Background: an optimization exercise with open tools, aiming at a short achievable clock period and few clock cycles. Do not read the settings as production practice.
The RTL was checked by simulation tests, not by an equivalence proof against the original design.
Power and IR drop assume default switching activity.

==> flow/design.v <==
`timescale 1ns/1ps
`default_nettype none
package mem_cache_pkg;
    localparam int LINE_BYTES = 16;                
    localparam int APP_ADDR_W = 28;                
    localparam int LINE_W     = LINE_BYTES * 8;    
    typedef logic [LINE_W-1:0]     line_data_t;    
    typedef logic [APP_ADDR_W-1:0] line_addr_t;    
    typedef struct packed {
        logic [31:0] addr;     
        logic        lo;       
        logic        hi;       
        logic        we;       
        logic [15:0] wdata;    
    } host_req_t;
    typedef enum logic [2:0] {
        APP_CMD_WRITE = 3'd0,
        APP_CMD_READ  = 3'd1
    } app_cmd_e;
    typedef enum logic [3:0] {
        ST_START,          
        ST_IDLE,           
        ST_LOOKUP,         
        ST_EVICT_CHECK,    
        ST_WRITEBACK,      
        ST_FILL,           
        ST_RETURN          
    } cache_state_e;
    typedef struct packed {
        line_addr_t addr;
        app_cmd_e   cmd;
        logic       en;           
        line_data_t wdf_data;
        logic       wdf_wren;     
    } app_port_t;
    function automatic line_addr_t line_of(input logic [31:0] byte_addr);
        line_of = {byte_addr[28:4], 3'b000};
    endfunction
endpackage
`default_nettype wire
`timescale 1ns/1ps
`default_nettype none
module cache_ctrl
#(
    parameter int CACHE_LINES = 4,
    localparam int PTR_W = $clog2(CACHE_LINES)
) (
    input  wire               ui_clk,
    input  wire               rst_n,
    input  wire               init_calib_complete,
    input  wire               cs,
    input  wire mem_cache_pkg::host_req_t    host_req,
    output logic [15:0]       rdata,
    output logic              busy,
    output logic              ready,
    output logic [31:0]       lo_addr,
    output logic [31:0]       hi_addr,
    output logic              wr_lo,
    output logic              wr_hi,
    output logic [15:0]       wr_data,
    output logic              fill_en,
    output logic [PTR_W-1:0]  victim_ptr,
    input  wire               lo_hit,
    input  wire               hi_hit,
    input  wire [7:0]         lo_byte,
    input  wire [7:0]         hi_byte,
    input  wire               victim_valid,
    input  wire               victim_dirty,
    output logic              fetch_start,
    output logic              flush_start,
    output mem_cache_pkg::line_addr_t        miss_addr,
    input  wire               op_done
);
    mem_cache_pkg::cache_state_e state;
    mem_cache_pkg::host_req_t    req;             
    logic         take_req;        
    logic         all_hit;         
    logic         lo_miss;
    logic         need_flush;      
    assign take_req   = (state == mem_cache_pkg::ST_IDLE) && cs && !busy;
    assign lo_miss    = req.lo && !lo_hit;
    assign all_hit    = !lo_miss && (!req.hi || hi_hit);
    assign need_flush = victim_valid && victim_dirty;
    assign lo_addr = req.addr;
    assign hi_addr = req.addr + 32'd1;
    assign wr_data = req.wdata;
    assign wr_lo = (state == mem_cache_pkg::ST_LOOKUP) && all_hit && req.we && req.lo;
    assign wr_hi = (state == mem_cache_pkg::ST_LOOKUP) && all_hit && req.we && req.hi;
    assign fill_en     = (state == mem_cache_pkg::ST_FILL) && op_done;    
    assign flush_start = (state == mem_cache_pkg::ST_EVICT_CHECK) && need_flush;
    assign fetch_start = ((state == mem_cache_pkg::ST_EVICT_CHECK) && !need_flush)
                       || ((state == mem_cache_pkg::ST_WRITEBACK) && op_done);    
    always_ff @(posedge ui_clk) begin
        if (!rst_n) begin
            state      <= mem_cache_pkg::ST_START;
            busy       <= 1'b1;                
            ready      <= 1'b0;
            victim_ptr <= '0;
        end else begin
            ready <= 1'b0;                     
            case (state)
                mem_cache_pkg::ST_START: begin
                    busy <= 1'b1;
                    if (init_calib_complete) begin
                        state <= mem_cache_pkg::ST_IDLE;
                    end
                end
                mem_cache_pkg::ST_IDLE: begin
                    busy <= 1'b0;              
                    if (take_req) begin
                        busy  <= 1'b1;
                        state <= mem_cache_pkg::ST_LOOKUP;
                    end
                end
                mem_cache_pkg::ST_LOOKUP: begin
                    state <= all_hit ? mem_cache_pkg::ST_RETURN : mem_cache_pkg::ST_EVICT_CHECK;
                end
                mem_cache_pkg::ST_EVICT_CHECK: begin
                    state <= need_flush ? mem_cache_pkg::ST_WRITEBACK : mem_cache_pkg::ST_FILL;
                end
                mem_cache_pkg::ST_WRITEBACK: begin
                    if (op_done) begin
                        state <= mem_cache_pkg::ST_FILL;      
                    end
                end
                mem_cache_pkg::ST_FILL: begin
                    if (op_done) begin
                        victim_ptr <= victim_ptr + 1'b1;    
                        state      <= mem_cache_pkg::ST_LOOKUP;            
                    end
                end
                mem_cache_pkg::ST_RETURN: begin
                    ready <= 1'b1;
                    state <= mem_cache_pkg::ST_IDLE;
                end
                default: state <= mem_cache_pkg::ST_START;
            endcase
        end
    end
    always_ff @(posedge ui_clk) begin
        if (take_req) begin
            req <= host_req;
        end
        if (state == mem_cache_pkg::ST_LOOKUP) begin
            if (all_hit) begin
                rdata <= {req.hi ? hi_byte : 8'h00, req.lo ? lo_byte : 8'h00};
            end else begin
                miss_addr <= lo_miss ? mem_cache_pkg::line_of(lo_addr) : mem_cache_pkg::line_of(hi_addr);
            end
        end
    end
endmodule
`default_nettype wire
`timescale 1ns/1ps
`default_nettype none
module line_store
#(
    parameter int CACHE_LINES = 4,
    localparam int PTR_W = $clog2(CACHE_LINES)
) (
    input  wire               ui_clk,
    input  wire               rst_n,
    input  wire [31:0]        lo_addr,
    input  wire [31:0]        hi_addr,
    input  wire               wr_lo,
    input  wire               wr_hi,
    input  wire [15:0]        wr_data,
    output logic              lo_hit,
    output logic              hi_hit,
    output logic [7:0]        lo_byte,
    output logic [7:0]        hi_byte,
    input  wire               fill_en,
    input  wire mem_cache_pkg::line_data_t   fill_data,
    input  wire               flush_done,
    input  wire [PTR_W-1:0]   victim_ptr,
    input  wire mem_cache_pkg::line_addr_t   miss_addr,
    output logic              victim_valid,
    output logic              victim_dirty,
    output mem_cache_pkg::line_addr_t        victim_addr,
    output mem_cache_pkg::line_data_t        victim_data
);
    logic [CACHE_LINES-1:0] line_valid;
    mem_cache_pkg::line_addr_t             line_tag   [CACHE_LINES];
    mem_cache_pkg::line_data_t             line_data  [CACHE_LINES];
    logic [mem_cache_pkg::LINE_BYTES-1:0]  line_dirty [CACHE_LINES];    
    logic [CACHE_LINES-1:0] lo_match;
    logic [CACHE_LINES-1:0] hi_match;
    logic [3:0]             lo_off;      
    logic [3:0]             hi_off;
    assign lo_off = lo_addr[3:0];
    assign hi_off = hi_addr[3:0];
    always_comb begin
        lo_hit  = 1'b0;
        hi_hit  = 1'b0;
        lo_byte = 8'h00;
        hi_byte = 8'h00;
        for (int i = 0; i < CACHE_LINES; i++) begin
            lo_match[i] = line_valid[i] && (line_tag[i] == mem_cache_pkg::line_of(lo_addr));
            hi_match[i] = line_valid[i] && (line_tag[i] == mem_cache_pkg::line_of(hi_addr));
            if (lo_match[i]) begin
                lo_hit  = 1'b1;
                lo_byte = line_data[i][{lo_off, 3'b000} +: 8];
            end
            if (hi_match[i]) begin
                hi_hit  = 1'b1;
                hi_byte = line_data[i][{hi_off, 3'b000} +: 8];
            end
        end
    end
    assign victim_valid = line_valid[victim_ptr];
    assign victim_dirty = |line_dirty[victim_ptr];
    assign victim_addr  = line_tag[victim_ptr];
    assign victim_data  = line_data[victim_ptr];
    always_ff @(posedge ui_clk) begin
        if (!rst_n) begin
            line_valid <= '0;
            for (int i = 0; i < CACHE_LINES; i++) begin
                line_dirty[i] <= '0;
            end
        end else begin
            for (int i = 0; i < CACHE_LINES; i++) begin
                if (wr_lo && lo_match[i]) line_dirty[i][lo_off] <= 1'b1;
                if (wr_hi && hi_match[i]) line_dirty[i][hi_off] <= 1'b1;
            end
            if (fill_en || flush_done) begin
                line_dirty[victim_ptr] <= '0;      
            end
            if (fill_en) begin
                line_valid[victim_ptr] <= 1'b1;
            end
        end
    end
    always_ff @(posedge ui_clk) begin
        for (int i = 0; i < CACHE_LINES; i++) begin
            if (wr_lo && lo_match[i]) line_data[i][{lo_off, 3'b000} +: 8] <= wr_data[7:0];
            if (wr_hi && hi_match[i]) line_data[i][{hi_off, 3'b000} +: 8] <= wr_data[15:8];
        end
        if (fill_en) begin
            line_tag[victim_ptr]  <= miss_addr;
            line_data[victim_ptr] <= fill_data;
        end
    end
endmodule
`default_nettype wire
`timescale 1ns/1ps
`default_nettype none
module app_cmd_seq
(
    input  wire               ui_clk,
    input  wire               rst_n,
    input  wire               fetch_start,
    input  wire               flush_start,
    input  wire mem_cache_pkg::line_addr_t   miss_addr,
    input  wire mem_cache_pkg::line_addr_t   victim_addr,
    input  wire mem_cache_pkg::line_data_t   victim_data,
    output logic              op_done,       
    output mem_cache_pkg::line_data_t        fill_data,     
    output mem_cache_pkg::app_port_t         app_out,
    input  wire               app_rdy,
    input  wire               app_wdf_rdy,
    input  wire mem_cache_pkg::line_data_t   app_rd_data,
    input  wire               app_rd_data_valid
);
    logic       cmd_en;        
    logic       data_en;       
    logic       flushing;
    logic       reading;
    logic       cmd_left;      
    logic       data_left;
    mem_cache_pkg::line_addr_t cmd_addr;
    mem_cache_pkg::app_cmd_e   cmd_kind;
    mem_cache_pkg::line_data_t wr_line;
    assign cmd_left  = cmd_en && !app_rdy;
    assign data_left = data_en && !app_wdf_rdy;
    assign app_out.addr     = cmd_addr;
    assign app_out.cmd      = cmd_kind;
    assign app_out.en       = cmd_en;
    assign app_out.wdf_data = wr_line;
    assign app_out.wdf_wren = data_en;
    always_ff @(posedge ui_clk) begin
        if (!rst_n) begin
            cmd_en   <= 1'b0;
            data_en  <= 1'b0;
            flushing <= 1'b0;
            reading  <= 1'b0;
            op_done  <= 1'b0;
        end else begin
            op_done <= 1'b0;
            cmd_en  <= cmd_left;                   
            data_en <= data_left;
            if (flushing && !cmd_left && !data_left) begin
                flushing <= 1'b0;                  
                op_done  <= 1'b1;
            end
            if (reading && app_rd_data_valid) begin
                reading <= 1'b0;                   
                op_done <= 1'b1;
            end
            if (flush_start) begin
                cmd_en   <= 1'b1;
                data_en  <= 1'b1;
                flushing <= 1'b1;
            end
            if (fetch_start) begin
                cmd_en  <= 1'b1;
                reading <= 1'b1;
            end
        end
    end
    always_ff @(posedge ui_clk) begin
        if (flush_start) begin
            cmd_addr <= victim_addr;
            cmd_kind <= mem_cache_pkg::APP_CMD_WRITE;
            wr_line  <= victim_data;
        end
        if (fetch_start) begin
            cmd_addr <= miss_addr;
            cmd_kind <= mem_cache_pkg::APP_CMD_READ;
        end
        if (reading && app_rd_data_valid) fill_data <= app_rd_data;
    end
endmodule
`default_nettype wire
`timescale 1ns/1ps
`default_nettype none
module mem_cache_top #(
    parameter int CACHE_LINES = 4                   
) (
    input  wire               ui_clk,
    input  wire               rst_n,
    input  wire               init_calib_complete,
    input  wire               cs,                   
    input  wire  [31:0]       host_addr,            
    input  wire               host_lo,              
    input  wire               host_hi,              
    input  wire               host_we,              
    input  wire  [15:0]       host_wdata,           
    output logic [15:0]       rdata,
    output logic              busy,
    output logic              ready,
    output logic [27:0]       app_addr,
    output logic [2:0]        app_cmd,
    output logic              app_en,
    output logic [127:0]      app_wdf_data,
    output logic              app_wdf_wren,
    input  wire               app_rdy,
    input  wire               app_wdf_rdy,
    input  wire  [127:0]      app_rd_data,
    input  wire               app_rd_data_valid
);
    localparam int PTR_W = $clog2(CACHE_LINES);
    mem_cache_pkg::host_req_t        host_req;        
    mem_cache_pkg::app_port_t        app_out;
    logic [31:0]      lo_addr;         
    logic [31:0]      hi_addr;
    logic             wr_lo;
    logic             wr_hi;
    logic [15:0]      wr_data;
    logic             fill_en;
    logic [PTR_W-1:0] victim_ptr;      
    logic             fetch_start;
    logic             flush_start;
    mem_cache_pkg::line_addr_t       miss_addr;
    logic             lo_hit;
    logic             hi_hit;
    logic [7:0]       lo_byte;
    logic [7:0]       hi_byte;
    logic             victim_valid;
    logic             victim_dirty;
    mem_cache_pkg::line_addr_t       victim_addr;
    mem_cache_pkg::line_data_t       victim_data;
    logic             op_done;         
    mem_cache_pkg::line_data_t       fill_data;
    assign host_req.addr  = host_addr;
    assign host_req.lo    = host_lo;
    assign host_req.hi    = host_hi;
    assign host_req.we    = host_we;
    assign host_req.wdata = host_wdata;
    assign app_addr     = app_out.addr;
    assign app_cmd      = app_out.cmd;
    assign app_en       = app_out.en;
    assign app_wdf_data = app_out.wdf_data;
    assign app_wdf_wren = app_out.wdf_wren;
    cache_ctrl #(.CACHE_LINES(CACHE_LINES)) u_ctrl (
        .ui_clk, .rst_n, .init_calib_complete, .cs, .host_req,
        .rdata, .busy, .ready,
        .lo_addr, .hi_addr, .wr_lo, .wr_hi, .wr_data, .fill_en, .victim_ptr,
        .lo_hit, .hi_hit, .lo_byte, .hi_byte, .victim_valid, .victim_dirty,
        .fetch_start, .flush_start, .miss_addr, .op_done
    );
    line_store #(.CACHE_LINES(CACHE_LINES)) u_store (
        .ui_clk, .rst_n,
        .lo_addr, .hi_addr, .wr_lo, .wr_hi, .wr_data,
        .lo_hit, .hi_hit, .lo_byte, .hi_byte,
        .fill_en, .fill_data,
        .flush_done (op_done),         
        .victim_ptr, .miss_addr,
        .victim_valid, .victim_dirty, .victim_addr, .victim_data
    );
    app_cmd_seq u_seq (
        .ui_clk, .rst_n,
        .fetch_start, .flush_start, .miss_addr, .victim_addr, .victim_data,
        .op_done, .fill_data,
        .app_out, .app_rdy, .app_wdf_rdy, .app_rd_data, .app_rd_data_valid
    );
endmodule
`default_nettype wire
==> flow/run.sh <==
#!/bin/bash
# synth_recipe.tcl (not shown) runs the flow's synth.tcl, then flattens the netlist and writes it again
# the make line also repeats each setting of config.mk as NAME=value (left out here)
make -C /OpenROAD-flow-scripts/flow DESIGN_CONFIG=/design/flow/config.mk WORK_HOME=/design/flow/orfs CLKGATE_MAP_FILE= SYNTH_SCRIPT=/design/flow/synth_recipe.tcl finish
==> flow/config.mk <==
export PLATFORM = sky130hd
export DESIGN_NAME = mem_cache_top
export DESIGN_NICKNAME = mem_cache_top
export VERILOG_FILES = /design/flow/design.v
export SDC_FILE = /design/flow/constraint.sdc
export NUM_CORES = 4
export LEC_CHECK = 0
export CAP_MARGIN = 20
export CORE_MARGIN = 2
export CORE_UTILIZATION = 40
export SLEW_MARGIN = 20
==> flow/constraint.sdc <==
create_clock -name core_clock -period 6.0 [get_ports {ui_clk}]
set_input_delay 1.2000 -clock core_clock [delete_from_list [all_inputs] [get_ports {ui_clk}]]
set_output_delay 1.2000 -clock core_clock [all_outputs]
set_load 0.01 [all_outputs]
==> results of run 1 <==
-- registers in the layout (all words and copies together) (netlist names), named ones only --
signal              count
u_ctrl.busy             1
u_ctrl.miss_addr       25
u_ctrl.rdata           16
u_ctrl.ready            1
u_ctrl.req             48
u_ctrl.state            3
u_ctrl.victim_ptr       2
u_seq.cmd_addr         25
u_seq.cmd_en            1
u_seq.cmd_kind          1
u_seq.data_en           1
u_seq.fill_data       128
u_seq.flushing          1
u_seq.op_done           1
u_seq.reading           1
u_seq.wr_line         128
u_store.line_data     512
u_store.line_dirty     64
u_store.line_tag      100
u_store.line_valid      4
-- metal layers --
metal	global-route usage [%]	wire (um)	vias to the layer above	part of all wire, %
met5	0	99	-	0.035
met4	21.16	21380	10	7.6
met3	11.80	37340	800	13
met2	51.28	120000	3780	43
met1	44.86	102500	24420	36
li1	-	-	19370	-
-- layout by cell type, fill, tap and decap left out, types with 39 or more instances in the layout --
cell type,netlist,layout
a21oi_1,75,74
and2_1,85,86
and3_1,89,88
buf_4,22,239
clkbuf_16,0,122
clkdlybuf4s50_1,0,356
dfxtp_1,83,80
edfxtp_1,982,982
mux2i_1,465,465
mux4_2,474,474
nand2_1,601,601
nand2b_1,55,55
nand3_1,74,74
nor2_1,166,163
nor4_1,44,44
o21a_1,39,39
o21ai_0,473,473
o21ai_1,88,88
xnor2_1,102,101
xor2_1,94,94
-- final cells by class --
cell class,instances,area share [%]
clock inverter,90,1.516
multi-input combinational,3330,39.60
inverter,34,0.2304
timing repair buffer,616,7.940
antenna,28,0.09628
tap,2044,3.514
sequential,1065,42.82
clock buffer,139,4.283
-- per-stage QoR --
step / power [mW] / cell area (um2) / setup slack (ps) / hold WS [ps]
global placement: 8.637 / 68480 / 567.3 / 440.3
CTS: 16.53 / 72700 / 697.2 / 465.2
detailed placement: 8.639 / 68480 / 744.9 / 450.9
finish: 16.48 / 72770 / 550.2 / 466.3
global route: 16.83 / 72710 / 561.5 / 486.0
floorplan: 8.378 / 61870 / 1293 / 431.8
-- worst register-to-register path, stage by stage (launching register included) --
cell	delay [ps]
edfxtp_1	600
nand4_1	210
or4_1	510
or4_1	770
a211oi_1	350
o2111ai_1	150
nor4_1	450
and4_1	430
nor2b_2	710
a221oi_1	210
nor3_1	730
-- how the worst max path moves through the flow --
stage                     cells after the start                  endpoint      startpoint
after global routing                         10  u_store.line_data[2][29]  u_ctrl.req[25]
final                                        10          u_ctrl.rdata[11]  u_ctrl.req[25]
after CTS                                    10  u_store.line_data[2][27]  u_ctrl.req[20]
after global placement                       10          u_ctrl.rdata[11]  u_ctrl.req[20]
after floorplan                              12           u_ctrl.rdata[0]  u_ctrl.req[32]
after detailed placement                     10  u_store.line_data[2][29]  u_ctrl.req[19]
-- cells by family after synthesis --
family / after synthesis / share of synthesized area (%)
flip-flops: 1065 / 50.36
other: 1 / 0.006062
adder cells (fa/ha/maj): 11 / 0.2225
AND/OR/NAND/NOR: 1342 / 10.52
XOR/XNOR: 204 / 3.066
AO/OA/AOI/OAI: 803 / 7.381
buffers and inverters: 482 / 3.196
multiplexers: 965 / 25.25
-- power groups by stage --
stage               registers (mW)  logic, mW  clock network [mW]
floorplan                     8.19      0.184                   0
detailed placement            8.20      0.436                   0
finish                        8.05      0.452                7.99
global route                  8.04      0.461                8.33
CTS                           8.04      0.439                8.05
global placement              8.20      0.435                   0
==> summary.txt, run 1 <==
Yosys
  • Post-synthesis sequential area ratio: roughly half
  • Top cells by area, synth: edfxtp_1 48%, mux4_2 17%, mux2i_1 7.5%
  • Synth top area share: a little under half
  • Syn Area/Cell: around 13 um2
  • FFs w/ async S/R, synth: 0%
  • Yosys top cell by area: edfxtp_1
  • List of most frequent post-synthesis cells: 982 x edfxtp_1, 601 x nand2_1, 474 x mux4_2
  • Cells after Synth: 4873
  • Synth cell types: just under 80
  • Ys Warns: 3
  • Count leader, synth: edfxtp_1
  • Post-synth top flop: edfxtp_1
  • Post-synth EDFFs: 982
  • #FFs+latches synth: 1065
  • Post-Syn Area: around 62000 um2

Pwr
  • Clock network power share: between 40 and 50%
  • Internal cell power: between 10 and 15 mW
  • Switching power: 3.598 mW
  • Pwr dens: between 200 and 250 nW/um2
  • Leak Pwr: around 25 nW
  • Sw frac: between 20% and 30%
  • Sequential power share: a little under 50%
  • Comb pwr share: between 2 and 3%
  • Peak supply drop: approximately 240 uV

GRT
  • First-pass GRT wire length: 377200 um
  • Number of global-route vias before repair: roughly 45000
  • Initial antenna violation count: 32
  • Global Route Usage Sum: about a third
  • Overflow after GRT: 0
  • Largest net degree at the start of global routing: between 100 and 150

Place
  • Post-placement cell count: 7089
  • GP Congestion: 1.075
  • Hpwl dp: 209200 um
  • I/O Buffers: about 360

Cells and area
  • Final Util: a little under half
  • Multi-input logic area: 28820 um2
  • Fillers: approximately 14000
  • Final #Nets: 5365
  • Reg area: between 30000 and 40000 um2
  • Fin cells: between 7000 and 8000
  • P&R area growth vs syn: 17.64%
  • Layout cells sized above 1: 19.40%

Floorplan
  • Initial core utilization: 40.20%
  • Num rows: 144
  • Die span in x: ~400 um
  • Die area: between 150000 and 200000 um2
  • Core area: 153900 um2
  • Die Ht: ~400 um
  • Boundary Pins: between 300 and 400

Setup path
  • R2R setup slack: around 550 ps
  • Slowest Stage Delay on Critical Path: between 700 and 800 ps
  • Most Frequent Cell on Critical Path: or4_1
  • CP Capture Type: register
  • Critical path class: register to register
  • Crit-path max FO: 8
  • R2R depth: 10
  • Top delay family on crit path: simple AND/OR/NAND/NOR gates
  • Critical Path, Cell by Cell: nand4_1 -> or4_1 -> or4_1 -> a211oi_1 -> o2111ai_1 -> nor4_1 -> and4_1 -> nor2b_2 -> a221oi_1 -> nor3_1
  • Worst endpoint data arrival time: 5910 ps
  • End of the worst register-to-register path: u_ctrl.rdata[11]
  • Crit path launch type: register
  • Worst path slowest cell: or4_1
  • Reg-to-reg startpoint: u_ctrl.req[25]
  • WP buf/inv: 0
  • Critical path data required time: ~6500 ps

Timing
  • Final worst path period need: 5450 ps
  • Final Skew: about 56 ps
  • Period Utilization, post-route: between 90 and 100%
  • RSZ-0062 raised after global routing: false
  • Final hold violations: 0
  • Slew headroom: between 20% and 30%
  • Fin Setup TNS: 0 ps
  • Slew Limit Fails: 0
  • Max Freq: 0.1835 GHz
  • Final Setup Violations: 0
  • Worst-Margin Slew: approximately 1200 ps

Hold path
  • Worst hold start: u_store.line_dirty[1][10]
  • Hold Path End: u_store.line_dirty[1][10]
  • Hold Path Cell Cnt: 1
  • Hold Path Class: register to register

Drt
  • Initial DRT Pass Iterations: 6
  • Drt drc: 0
  • Vias: a little under 50000
  • Post-route ant nets: 0
  • WL per Instance: 38.30 um
  • Vias/cell: about 6.6
  • Final wirelength: around 280000 um
  • Starting DRT DRC Count: 7922

CTS
  • # clock sinks: approximately 1100
  • CTS buffer count: about 120
  • # H-tree levels: 3
  • Clk root buf: clkbuf_16
  • CTS resizes: 0
  • Clock-pin slew on the worst setup and hold paths: about 60 ps
  • Clk Latency, worst-skew pair: around 820 ps
  • Max Root-Sink Buffers: 3
  • CTS tree: done
  • Post-CTS setup buffers: 0
  • Post-CTS Hold Buffers: 0

Outcome
  • Status: no timing/DRC/antenna violations

Flow run
  • Max_cap viols: 0
Testbench counts, summed over its fixed seeds: cycles 50,020.
==> run 2: changes to the inputs <==
--- a/flow/design.v
+++ b/flow/design.v
@@ -70,3 +70,3 @@
     output logic              flush_start,
-    output mem_cache_pkg::line_addr_t        miss_addr,
+    output mem_cache_pkg::line_addr_t        miss_addr,       
     input  wire               op_done
@@ -79,2 +79,4 @@
     logic         need_flush;      
+    mem_cache_pkg::line_addr_t miss_q;    
+    mem_cache_pkg::line_addr_t miss_now;
     assign take_req   = (state == mem_cache_pkg::ST_IDLE) && cs && !busy;
@@ -86,2 +88,4 @@
     assign wr_data = req.wdata;
+    assign miss_now  = lo_miss ? mem_cache_pkg::line_of(lo_addr) : mem_cache_pkg::line_of(hi_addr);
+    assign miss_addr = (state == mem_cache_pkg::ST_LOOKUP) ? miss_now : miss_q;
     assign wr_lo = (state == mem_cache_pkg::ST_LOOKUP) && all_hit && req.we && req.lo;
@@ -89,4 +93,4 @@
     assign fill_en     = (state == mem_cache_pkg::ST_FILL) && op_done;    
-    assign flush_start = (state == mem_cache_pkg::ST_EVICT_CHECK) && need_flush;
-    assign fetch_start = ((state == mem_cache_pkg::ST_EVICT_CHECK) && !need_flush)
+    assign flush_start = (state == mem_cache_pkg::ST_LOOKUP) && !all_hit && need_flush;
+    assign fetch_start = ((state == mem_cache_pkg::ST_LOOKUP) && !all_hit && !need_flush)
                        || ((state == mem_cache_pkg::ST_WRITEBACK) && op_done);    
@@ -115,3 +119,9 @@
                 mem_cache_pkg::ST_LOOKUP: begin
-                    state <= all_hit ? mem_cache_pkg::ST_RETURN : mem_cache_pkg::ST_EVICT_CHECK;
+                    if (all_hit) begin
+                        ready <= 1'b1;             
+                        busy  <= 1'b0;
+                        state <= mem_cache_pkg::ST_IDLE;
+                    end else begin
+                        state <= need_flush ? mem_cache_pkg::ST_WRITEBACK : mem_cache_pkg::ST_FILL;
+                    end
                 end
@@ -147,3 +157,3 @@
             end else begin
-                miss_addr <= lo_miss ? mem_cache_pkg::line_of(lo_addr) : mem_cache_pkg::line_of(hi_addr);
+                miss_q <= miss_now;
             end
==> summary.txt, run 2 <==
Place
  • Hpwl dp: 222300 um (was 209200 um)
  • I/O Buffers: 356 (unchanged)
  • Post-DP Area: 69870 um2 (was 68480 um2)
  • GP Congestion: 1.053 (was 1.075)

Timing
  • Slew headroom: 22.54% (was 21.34%)
  • Fin Setup TNS: 0 ps (unchanged)
  • Final hold violations: 0 (unchanged)
  • Final worst path period need: 5442 ps (was 5450 ps)
  • Final Setup Violations: 0 (unchanged)
  • Period Utilization, post-route: 90.71% (was 90.83%)
  • Final Skew: 39.10 ps (was 56.20 ps)
  • Slew Limit Fails: 0 (unchanged)
  • Max Freq: 0.1837 GHz (was 0.1835 GHz)
  • RSZ-0062 raised after global routing: false (unchanged)
  • Worst-Margin Slew: 1162 ps (was 1177 ps)

Setup path
  • Crit-path max FO: 27 (was 8)
  • Reg-to-reg startpoint: u_ctrl.req[28] (was u_ctrl.req[25])
  • Worst endpoint data arrival time: 5950 ps (was 5910 ps)
  • End of the worst register-to-register path: u_seq.cmd_addr[6] (was u_ctrl.rdata[11])
  • R2R depth: 12 (was 10)
  • Crit path launch type: register (unchanged)
  • Critical path class: register to register (unchanged)
  • CP Capture Type: register (unchanged)
  • R2R setup slack: 560 ps (was 550 ps)
  • Critical path data required time: 6510 ps (was 6460 ps)

Floorplan
  • Die span in x: 399.7 um (was 397.3 um)
  • Die Ht: 399.7 um (was 397.3 um)
  • Boundary Pins: 365 (unchanged)
  • Core area: 155800 um2 (was 153900 um2)
  • Initial core utilization: 40.18% (was 40.20%)
  • Die area: 159700 um2 (was 157800 um2)
  • Num rows: 145 (was 144)

GRT
  • Global Route Usage Sum: 36.83% (was 34.99%)
  • First-pass GRT wire length: 396500 um (was 377200 um)
  • Number of global-route vias before repair: 46020 (was 45170)
  • Largest net degree at the start of global routing: 132 (was 135)
  • Initial antenna violation count: 62 (was 32)
  • Overflow after GRT: 0 (unchanged)

Yosys
  • #FFs+latches synth: 1065 (unchanged)
  • List of most frequent post-synthesis cells: 982 x edfxtp_1, 676 x nand2_1, 499 x o21ai_0 (was 982 x edfxtp_1, 601 x nand2_1, 474 x mux4_2)
  • Post-synth top flop: edfxtp_1 (unchanged)
  • Count leader, synth: edfxtp_1 (unchanged)
  • Post-synth EDFFs: 982 (unchanged)
  • Post-synthesis sequential area ratio: 49.75% (was 50.36%)
  • Syn Area/Cell: 12.49 um2 (was 12.69 um2)
  • Ys Warns: 3 (unchanged)
  • Synth top area share: 47.09% (was 47.67%)
  • Post-Syn Area: 62620 um2 (was 61860 um2)
  • Synth cell types: 95 (was 79)
  • Top cells by area, synth: edfxtp_1 47%, mux4_2 17%, mux2i_1 7.5% (was edfxtp_1 48%, mux4_2 17%, mux2i_1 7.5%)
  • FFs w/ async S/R, synth: 0% (unchanged)
  • Cells after Synth: 5014 (was 4873)
  • Yosys top cell by area: edfxtp_1 (unchanged)

Cells and area
  • Cell area after layout: 74140 um2 (was 72770 um2)
  • Layout cells sized above 1: 19.34% (was 19.40%)
  • P&R area growth vs syn: 18.40% (was 17.64%)
  • Most common cell after layout, fill and taps aside: edfxtp_1 (unchanged)
  • Max FFs per register: 512 (unchanged)
  • Final #Nets: 5521 (was 5365)
  • Largest Register: u_store.line_data (unchanged)
  • Most frequent cells in the layout: 982 x edfxtp_1, 676 x nand2_1, 499 x o21ai_0, 474 x mux4_2, 472 x mux2i_1 (was 982 x edfxtp_1, 601 x nand2_1, 474 x mux4_2, 473 x o21ai_0, 465 x mux2i_1)
  • Largest registers: u_store.line_data x512, u_seq.fill_data x128, u_seq.wr_line x128 (unchanged)

Drt
  • Starting DRT DRC Count: 7766 (was 7922)
  • Post-route ant nets: 0 (unchanged)
  • Vias: 49870 (was 48380)
  • Initial DRT Pass Iterations: 6 (unchanged)
  • WL per Instance: 39.80 um (was 38.30 um)
  • Drt drc: 0 (unchanged)
  • Vias/cell: 6.636 (was 6.586)
  • Final wirelength: 299100 um (was 281300 um)

Outcome
  • Status: no timing/DRC/antenna violations (unchanged)

Pwr
  • Leak Pwr: 23.95 nW (was 25.19 nW)
  • Sequential power share: 47.4% (was 48.8%)
  • Internal cell power: 13.17 mW (was 12.89 mW)
  • Sw frac: 23.97% (was 21.83%)
  • Switching power: 4.154 mW (was 3.598 mW)
  • Peak supply drop: 297.3 uV (was 240.0 uV)
  • Clock network power share: 45.7% (was 48.4%)
  • Pwr dens: 233.7 nW/um2 (was 226.5 nW/um2)
  • Comb pwr share: 6.9% (was 2.7%)

Hold path
  • Hold Path Class: register to register (unchanged)
  • Worst hold start: u_store.line_dirty[1][8] (was u_store.line_dirty[1][10])
  • Hold Path Cell Cnt: 2 (was 1)
  • Hold Path End: u_store.line_dirty[1][8] (was u_store.line_dirty[1][10])

CTS
  • # clock sinks: 1065 (unchanged)
  • CTS resizes: 0 (unchanged)
  • # H-tree levels: 4 (was 3)
  • Clk root buf: clkbuf_16 (unchanged)
  • Post-CTS setup buffers: 0 (unchanged)
  • CTS tree: done (unchanged)
  • Clk Latency, worst-skew pair: 800 ps (was 820 ps)
  • Clock-pin slew on the worst setup and hold paths: 60 ps (about the same)
  • Post-CTS Hold Buffers: 0 (unchanged)
  • Max Root-Sink Buffers: 3 (unchanged)
  • CTS buffer count: 130 (was 121)

Flow run
  • Max_cap viols: 0 (unchanged)
-- run 2: routing by layer --
metal / share of wire [%] / track usage [%]
met2: 44 / 54.99
met4: 7.9 / 24.15
met3: 12 / 10.71
met1: 36 / 46.61
met5: 0.12 / 0.09080
-- run 2: critical path, cell delays in order (launching register included) --
cell	delay, ps
edfxtp_1	860
nand4_2	470
nor4_2	730
xor2_1	130
o21ai_0	360
buf_4	230
nor4b_1	520
nand4_1	320
o22ai_2	410
o31ai_4	180
a31oi_4	230
buf_12	260
mux2_2	440
-- run 2: through the flow --
step                      worst slack (ps)  power, mW  std cells  utilization [%]  hold WS, ps
after floorplan                      914.4      8.930       5018                -        424.3
after global placement               730.1      9.518       7250            44.83        436.0
after detailed placement             754.4      9.523       7250            44.84        439.4
after CTS                            701.2      17.35       7482            47.52        446.1
after global routing                 408.5      17.68       7483            47.52        468.3
final                                557.7      17.33       7515            47.57        448.3
-- run 2: layout make-up --
class / count / area [um2]
diodes: 33 / 82.58
clock buffers: 165 / 3490
clock inverters: 67 / 693.2
fillers: 13710 / 81700
inverters: 98 / 402.9
multi-input cells: 3407 / 29400
flip-flops and latches: 1065 / 31160
well taps: 2058 / 2575
repair buffers: 622 / 6336
-- run 2: logic make-up after synthesis --
family / Yosys count / synth area share [%]
adder cells (fa/ha/maj): 12 / 0.2358
multiplexers: 1016 / 25.85
AO/OA/AOI/OAI: 872 / 7.807
AND/OR/NAND/NOR: 1312 / 10.05
other: 1 / 0.005989
buffers and inverters: 546 / 3.559
XOR/XNOR: 190 / 2.747
flip-flops: 1065 / 49.75
-- run 2: worst max path at each step --
stage / startpoint / end / slack, ps / cells after the start
finish: u_ctrl.req[28] / u_seq.cmd_addr[6] / 560 / 12
detailed placement: u_ctrl.req[20] / u_seq.cmd_addr[6] / 750 / 13
global placement: u_ctrl.req[20] / u_seq.cmd_addr[6] / 730 / 13
global route: u_ctrl.req[20] / u_seq.cmd_addr[6] / 410 / 13
CTS: u_ctrl.req[19] / u_store.line_data[0][78] / 700 / 14
floorplan: cs / u_ctrl.req[0] / 910 / 2
-- run 2: power groups by stage --
stage	combinational [mW]	clock [mW]	sequential, mW
floorplan	0.603	0	8.33
global placement	1.15	0	8.37
detailed placement	1.15	0	8.37
CTS	1.16	7.98	8.22
global route	1.21	8.25	8.22
finish	1.19	7.92	8.22
Testbench counts of run 2, summed over its fixed seeds: cycles 39,410.

## re-timing with driven ports
No port has a modelled driver above. Below, the same layouts with a new extraction and two added sets of constraints.
Step 1 sets driving cells, clkbuf_16 on the clock port and buf_2 on the other inputs (assumed; they add their load-dependent delay and slew).
Step 2 times the ports against the registers' clock, not the clock port: input delays grow and output delays shrink by t, the midpoint of the rising clock arrivals with the driver on.
Three values: ideal ports, drivers, drivers and shift; two values: the first two.
run | t (ns) | setup slack, ns | worst slew at a driven data input, ns
run 1 | 0.881 | 0.550 / 0.550 / 0.550 | 0.06
run 2 | 0.871 | 0.558 / 0.558 / 0.558 | 0.16
After both steps setup and hold are still met in every run listed.
